Background: an optimization exercise with open tools, aiming at small area and a short achievable clock period. Do not read the settings as production practice. Only simulation tests tie the RTL to the original design; equivalence was not proved. Power and IR drop assume default switching activity.

==> design/flow/design.v <==
`default_nettype none
`timescale 1ns/1ps
package spi_ram_pkg;
    localparam logic [1:0] CMD_WR_ADDR = 2'b00;
    localparam logic [1:0] CMD_WR_DATA = 2'b01;
    localparam logic [1:0] CMD_RD_ADDR = 2'b10;
    localparam logic [1:0] CMD_RD_DATA = 2'b11;
    typedef logic [2:0] state_t;
    localparam state_t ST_IDLE    = 3'd0;
    localparam state_t ST_RECV    = 3'd1;
    localparam state_t ST_EXEC    = 3'd2;
    localparam state_t ST_READOUT = 3'd3;
    localparam state_t ST_DONE    = 3'd4;
endpackage
`default_nettype wire
`default_nettype none
`timescale 1ns/1ps
module spi_sp_ram #(
    parameter int WIDTH     = 8,
    parameter int MEM_DEPTH = 256
) (
    input  logic                         clk,
    input  logic                         en,
    input  logic                         we,
    input  logic [$clog2(MEM_DEPTH)-1:0] addr,
    input  logic [WIDTH-1:0]             din,
    output logic [WIDTH-1:0]             dout
);
    logic [WIDTH-1:0] r_mem [MEM_DEPTH];
    logic [WIDTH-1:0] r_dout;
    always_ff @(posedge clk) begin
        if (en) begin
            if (we) begin
                r_mem[addr] <= din;
            end else begin
                r_dout <= r_mem[addr];
            end
        end
    end
    assign dout = r_dout;
endmodule
`default_nettype wire
`default_nettype none
`timescale 1ns/1ps
module spi_slave_ram_burst #(
    parameter int WIDTH     = 8,
    parameter int MEM_DEPTH = 256,
    parameter int AUTO_INC  = 1
) (
    input  logic clk,
    input  logic rst,
    input  logic SS_n,
    input  logic MOSI,
    output logic MISO,
    output logic busy,
    output logic frame_err
);
    localparam int ADDR_W = $clog2(MEM_DEPTH);
    localparam int N      = WIDTH + 2;
    localparam int CNT_W  = $clog2(N + 1);
    localparam logic [ADDR_W-1:0] c_last     = ADDR_W'(MEM_DEPTH - 1);
    localparam logic [CNT_W-1:0]  c_rx_last  = CNT_W'(N - 1);
    localparam logic [CNT_W-1:0]  c_tx_end   = CNT_W'(WIDTH);
    localparam logic [WIDTH:0]    c_depth    = (WIDTH + 1)'(MEM_DEPTH);
    spi_ram_pkg::state_t              r_state;
    logic [CNT_W-1:0]    r_cnt;
    logic [N-1:0]        r_shift;
    logic [WIDTH-1:0]    r_tx;
    logic [ADDR_W-1:0]   r_wr_addr;
    logic [ADDR_W-1:0]   r_rd_addr;
    logic                r_miso;
    logic                r_frame_err;
    logic [1:0]          w_cmd;
    logic [WIDTH-1:0]    w_payload;
    logic                w_addr_bad;
    logic                w_ram_en;
    logic                w_ram_we;
    logic [ADDR_W-1:0]   w_ram_addr;
    logic [WIDTH-1:0]    w_ram_dout;
    logic [ADDR_W-1:0]   w_wr_next;
    logic [ADDR_W-1:0]   w_rd_next;
    assign w_wr_next  = (r_wr_addr == c_last) ? '0 : r_wr_addr + 1'b1;
    assign w_rd_next  = (r_rd_addr == c_last) ? '0 : r_rd_addr + 1'b1;
    assign w_cmd      = r_shift[N-1 -: 2];
    assign w_payload  = r_shift[WIDTH-1:0];
    assign w_addr_bad = ({1'b0, w_payload} >= c_depth);
    assign w_ram_en   = (r_state == spi_ram_pkg::ST_EXEC) && ((w_cmd == spi_ram_pkg::CMD_WR_DATA) || (w_cmd == spi_ram_pkg::CMD_RD_DATA));
    assign w_ram_we   = (w_cmd == spi_ram_pkg::CMD_WR_DATA);
    assign w_ram_addr = w_ram_we ? r_wr_addr : r_rd_addr;
    spi_sp_ram #(
        .WIDTH     (WIDTH),
        .MEM_DEPTH (MEM_DEPTH)
    ) u_ram (
        .clk  (clk),
        .en   (w_ram_en),
        .we   (w_ram_we),
        .addr (w_ram_addr),
        .din  (w_payload),
        .dout (w_ram_dout)
    );
    always_ff @(posedge clk or posedge rst) begin
        if (rst) begin
            r_state     <= spi_ram_pkg::ST_IDLE;
            r_cnt       <= '0;
            r_shift     <= '0;
            r_tx        <= '0;
            r_wr_addr   <= '0;
            r_rd_addr   <= '0;
            r_miso      <= 1'b0;
            r_frame_err <= 1'b0;
        end else begin
            r_frame_err <= 1'b0;
            case (r_state)
                spi_ram_pkg::ST_IDLE: begin
                    r_miso <= 1'b0;
                    r_cnt  <= '0;
                    if (!SS_n) begin
                        r_state <= spi_ram_pkg::ST_RECV;
                    end
                end
                spi_ram_pkg::ST_RECV: begin
                    if (SS_n) begin
                        r_state     <= spi_ram_pkg::ST_IDLE;
                        r_frame_err <= 1'b1;
                    end else begin
                        r_shift <= {r_shift[N-2:0], MOSI};
                        if (r_cnt == c_rx_last) begin
                            r_state <= spi_ram_pkg::ST_EXEC;
                            r_cnt   <= '0;
                        end else begin
                            r_cnt <= r_cnt + 1'b1;
                        end
                    end
                end
                spi_ram_pkg::ST_EXEC: begin
                    case (w_cmd)
                        spi_ram_pkg::CMD_WR_ADDR: begin
                            if (w_addr_bad) r_frame_err <= 1'b1;
                            else            r_wr_addr   <= w_payload[ADDR_W-1:0];
                        end
                        spi_ram_pkg::CMD_WR_DATA: begin
                            if (AUTO_INC != 0) r_wr_addr <= w_wr_next;
                        end
                        spi_ram_pkg::CMD_RD_ADDR: begin
                            if (w_addr_bad) r_frame_err <= 1'b1;
                            else            r_rd_addr   <= w_payload[ADDR_W-1:0];
                        end
                        default: begin
                            if (AUTO_INC != 0) r_rd_addr <= w_rd_next;
                        end
                    endcase
                    if (SS_n)                          r_state <= spi_ram_pkg::ST_IDLE;
                    else if (w_cmd == spi_ram_pkg::CMD_RD_DATA)     r_state <= spi_ram_pkg::ST_READOUT;
                    else                               r_state <= spi_ram_pkg::ST_DONE;
                end
                spi_ram_pkg::ST_READOUT: begin
                    if (SS_n) begin
                        r_state <= spi_ram_pkg::ST_IDLE;
                        r_miso  <= 1'b0;
                    end else if (r_cnt == '0) begin
                        r_miso <= w_ram_dout[WIDTH-1];
                        r_tx   <= w_ram_dout << 1;
                        r_cnt  <= r_cnt + 1'b1;
                    end else if (r_cnt == c_tx_end) begin
                        r_miso  <= 1'b0;
                        r_state <= spi_ram_pkg::ST_DONE;
                    end else begin
                        r_miso <= r_tx[WIDTH-1];
                        r_tx   <= r_tx << 1;
                        r_cnt  <= r_cnt + 1'b1;
                    end
                end
                spi_ram_pkg::ST_DONE: begin
                    if (SS_n) r_state <= spi_ram_pkg::ST_IDLE;
                end
                default: r_state <= spi_ram_pkg::ST_IDLE;
            endcase
        end
    end
    assign MISO      = r_miso;
    assign busy      = (r_state != spi_ram_pkg::ST_IDLE);
    assign frame_err = r_frame_err;
endmodule
`default_nettype wire
==> design/flow/run.sh <==
#!/bin/bash
# synth_recipe.tcl (not shown) runs the flow's synth.tcl, then flattens the netlist and writes it again
# the make line also repeats each setting of config.mk as NAME=value (left out here)
make -C /OpenROAD-flow-scripts/flow DESIGN_CONFIG=/design/flow/config.mk WORK_HOME=/design/flow/orfs CLKGATE_MAP_FILE= SYNTH_SCRIPT=/design/flow/synth_recipe.tcl finish
==> design/flow/config.mk <==
export PLATFORM = sky130hd
export DESIGN_NAME = spi_slave_ram_burst
export DESIGN_NICKNAME = spi_slave_ram_burst
export VERILOG_FILES = /design/flow/design.v
export SDC_FILE = /design/flow/constraint.sdc
export NUM_CORES = 4
export LEC_CHECK = 0
export CAP_MARGIN = 20
export CORE_MARGIN = 2
export CORE_UTILIZATION = 40
export SETUP_SLACK_MARGIN = 2.5
export SLEW_MARGIN = 20
export TNS_END_PERCENT = 10
==> design/flow/constraint.sdc <==
create_clock -name core_clock -period 4.5 [get_ports {clk}]
set_input_delay 0.9000 -clock core_clock [delete_from_list [all_inputs] [get_ports {clk}]]
set_output_delay 0.9000 -clock core_clock [all_outputs]
set_load 0.01 [all_outputs]
==> metrics.yaml <==
p_comb_frac: 0.377
yosysWarnings: 2
vias: 45220
totalWireLength_mm: 224.0
switching_power_mw: 23.64
clkTransAtPathRegs_ns: 0.06
cts_buffers: 205
crit_slowest_cell: "dfrtp_2"
worst_pin_slew_ns: 1.096
dr.pass1.iters: 6
grt_first_pass_wirelength_mm: 315.5
crit_type: "reg -> reg"
powerDensity_nw_per_um2: 700.3
path_delay_family: "compound AO/OA/AOI/OAI gates"
grt_pass1_vias: 43540
internal-power_mw: 43.23
track_usage: 0.2167
crit_arrival_ns: 4.10
nNetsFinal: 4603
viasPerCell: 6.191
clock_latency_ns: 0.87
drt-initial-drc-count: 6211
ys_types: 52
fp.dieH_um: 445.6
route.detailed.drc: 0
cp-end-kind: "register"
rsz0062_at_grt: "true"
finalSetupViolations: 0
maxCapViolCount: 0
dpl.hpwl_mm: 122.9
syn-cell-area_sq_um: 78020
final_hold_viol_count: 0
cp_max_fo: 11
period_share: 0.7777
synthTopCellsByCount: "2056 x edfxtp_1, 517 x a22o_1, 512 x a221oi_1, 270 x nor2_1, 257 x o22ai_1"
ir_drop_mv: 0.5630
initial_core_util: 0.4014
wire_per_inst_um: 30.68
ys_top_cells_by_area: "edfxtp_1 79%, a22o_1 5.8%, a221oi_1 5.7%"
total_leakage_power_nw: 29.42
cp-start-kind: "register"
dieWidth_um: 445.6
cts_root_buf: "clkbuf_16"
netlist.area_leader.share: 0.7913
grt_overflow: 0
tns_ns: 0
syn_area_per_cell_sq_um: 17.96
htreeDepth: 4
die-area_sq_um: 198600
fin_area_sq_um: 95480
cts_buffer_depth: 3
synth_top_area_cell: "edfxtp_1"
drive_above_1_share: 0.2707
crit_chain: "nand2b_4 -> buf_12 -> a31o_4 -> buf_12 -> buf_16 -> bufbuf_16 -> a22o_1 -> a221oi_2 -> o22ai_1 -> nor4_2 -> nand2_1 -> a2111o_1"
critPathBufInv: 4
hold_path_class: "reg -> reg"
cpPeakStageDelay_ns: 0.43
grt_max_degree: 186
netlist_instances: 4345
async_flop_share: 0.02002
seq_power_share: 0.379
synth_edf_count: 2056
min_period_ns: 3.499
ys_seq_area_frac: 0.8048
synth_most_common_cell: "edfxtp_1"
ys_ff_latch: 2098
cp.required_ns: 5.10
num_antenna_cells: 0
cts_tree: "done"
clockPowerShare: 0.244
ant_nets: 0
status: "finished clean"
clock-sinks: 2098
skew_ns: 0.06308
dpl-instance-area_sq_um: 83200
max_slew_margin: 0.2696
gp_congestion: 0.8883
clock.fmax_mhz: 285.8
crit_top_cell: "buf_12"
synth.net_count: 4354
antenna_found_initial: 1
port_buffers: 6
core_sq_um: 194400
hold_buffers: 0
synth_ff_type: "edfxtp_1"
slew_viol_final: 0
p_sw_frac: 0.3535
area_growth_syn_to_layout_pct: 22.38
rows: 162
pin_count: 7
## what timing repair did
| action | 4_1_cts | 5_1_grt |
|---|---|---|
| gates cloned | 26 | 12 |
| setup buffers | 58 | 68 |
| setup endpoints to repair | 2441 | 2652 |
| pin swaps | 117 | 87 |
| resized for setup | 399 | 237 |
## state kept, by name (all words and copies together), names as in the netlist
register / count
r_wr_addr: 8
r_rd_addr: 8
r_tx: 7
u_ram.r_mem: 2048
r_miso: 1
u_ram.r_dout: 8
r_frame_err: 1
r_cnt: 4
r_state: 3
r_shift: 10
## placed cells by master, fill, tap and decap left out, types with 9 or more instances in the layout
cell type / count
edfxtp_1: 2056
a22o_1: 513
a221oi_1: 316
clkbuf_16: 215
buf_4: 203
a221oi_2: 187
o22ai_1: 179
nor2_4: 176
buf_12: 79
o22ai_2: 78
clkbuf_1: 59
nand2_1: 51
nor2_2: 48
nor2_1: 46
clkinv_1: 43
o21ai_0: 33
clkinv_2: 32
buf_6: 30
dfrtp_1: 30
nor4_2: 29
buf_16: 23
a21oi_1: 20
nor4_4: 20
nand2_2: 19
bufbuf_16: 18
nor4_1: 17
inv_1: 11
nand3_1: 10
mux2_2: 10
mux2i_1: 9
a221oi_4: 9
a21oi_2: 9
nand3_4: 9
## metrics by stage
| stage | setup WS, ns | hold slack [ns] | cells | util | power (mW) |
|---|---|---|---|---|---|
| after detailed placement | 0.3089 | 0.4744 | 6765 | 0.4280 | 44.79 |
| after floorplan | 1.815 | 0.4492 | 4345 | - | 36.68 |
| after CTS | 1.069 | 0.4895 | 7223 | 0.4803 | 64.90 |
| after global routing | 0.9393 | 0.5205 | 7303 | 0.4912 | 68.90 |
| final | 1.001 | 0.4897 | 7303 | 0.4912 | 66.86 |
| after global placement | 0.2787 | 0.4616 | 6765 | 0.4280 | 44.59 |
## area by class of cell
type,instances,area (sq um)
clock inverters,108,993.5
well taps,2542,3181
flip-flops and latches,2098,62830
repair buffers,374,5045
multi-input cells,1903,18010
clock buffers,266,5379
fillers,15490,98900
inverters,12,46.29
## logic make-up (layout without fill, tap and decap cells)
kind of cell               Yosys count  after routing  synth area share
DFF                               2098           2098            0.8048
AOI/OAI and AO/OA                 1395           1395            0.1450
and+or+nand+nor                    482            482           0.02725
buffers and inverters              344            760           0.01928
muxes                               20             20          0.002774
adders and majority gates            5              5         0.0008019
xor gates and xnor gates             1              1         0.0001123
## tightest hold or removal path: cells and delay by family, from the launching register on
| family | cells | cell delay [ns] |
|---|---|---|
| AO/OA/AOI/OAI | 1 | 0.06 |
| flip-flops | 1 | 0.34 |
| AND/OR/NAND/NOR | 1 | 0.05 |
## final timing paths
| check | from | endpoint | slack [ns] | cells after the start |
|---|---|---|---|---|
| max | r_shift[9]$_DFFE_PP0P_ | u_ram.r_dout[4]$_DFFE_PP_ | 1.00 | 12 |
| min | r_tx[7]$_DFFE_PP0P_ | r_tx[7]$_DFFE_PP0P_ | 0.49 | 2 |
| max reg2reg | r_shift[9]$_DFFE_PP0P_ | u_ram.r_dout[4]$_DFFE_PP_ | 1.00 | 12 |
| min reg2reg | r_tx[7]$_DFFE_PP0P_ | r_tx[7]$_DFFE_PP0P_ | 0.49 | 2 |
| max in group asynchronous | rst | r_shift[4]$_DFFE_PP0P_ | 3.39 | 2 |
| min in group asynchronous | rst | r_shift[0]$_DFFE_PP0P_ | 0.50 | 2 |
## per-layer routing
layer,part of all wire,vias up,GRT usage
li1,-,19110,-
met1,0.41,23520,0.3086
met2,0.47,2234,0.3347
met4,0.029,2,0.06570
met3,0.090,352,0.04560
met5,0.000058,-,0
## power by group through the flow
stage	sequential [mW]	clock [mW]	combinational, mW
2_1_floorplan	26.4	0	10.3
3_3_place_gp	25.7	0	18.9
3_5_place_dp	25.7	0	19.1
4_1_cts	25.3	16.5	23.1
5_1_grt	25.4	17.3	26.2
6_report	25.3	16.3	25.2

[separate check: timing with driven ports]
The results above use ideal ports. As a check the final layout listed here was re-extracted and re-timed, cells and wires unchanged. Step 1: set_driving_cell puts a clkbuf_16 on clk and a buf_2 on each other input, an assumption about the parent block. Step 2 adds t to the input delays and takes it off the output delays; t is the mean of the earliest and latest rising clock arrival at the registers after step 1. Input paths then give back, and output paths get back, about the clock's delay inside the block. Three values: ideal, step 1, step 2; two values: the first two.
t, ns: 0.929
setup slack, ns: 1.001 / 1.001 / 1.001
pins driven straight from the clock port: 1
After both steps this run still meets setup and hold. The setup slack of this run moves by 0.000 ns with the drivers and by 0.000 ns with both steps.
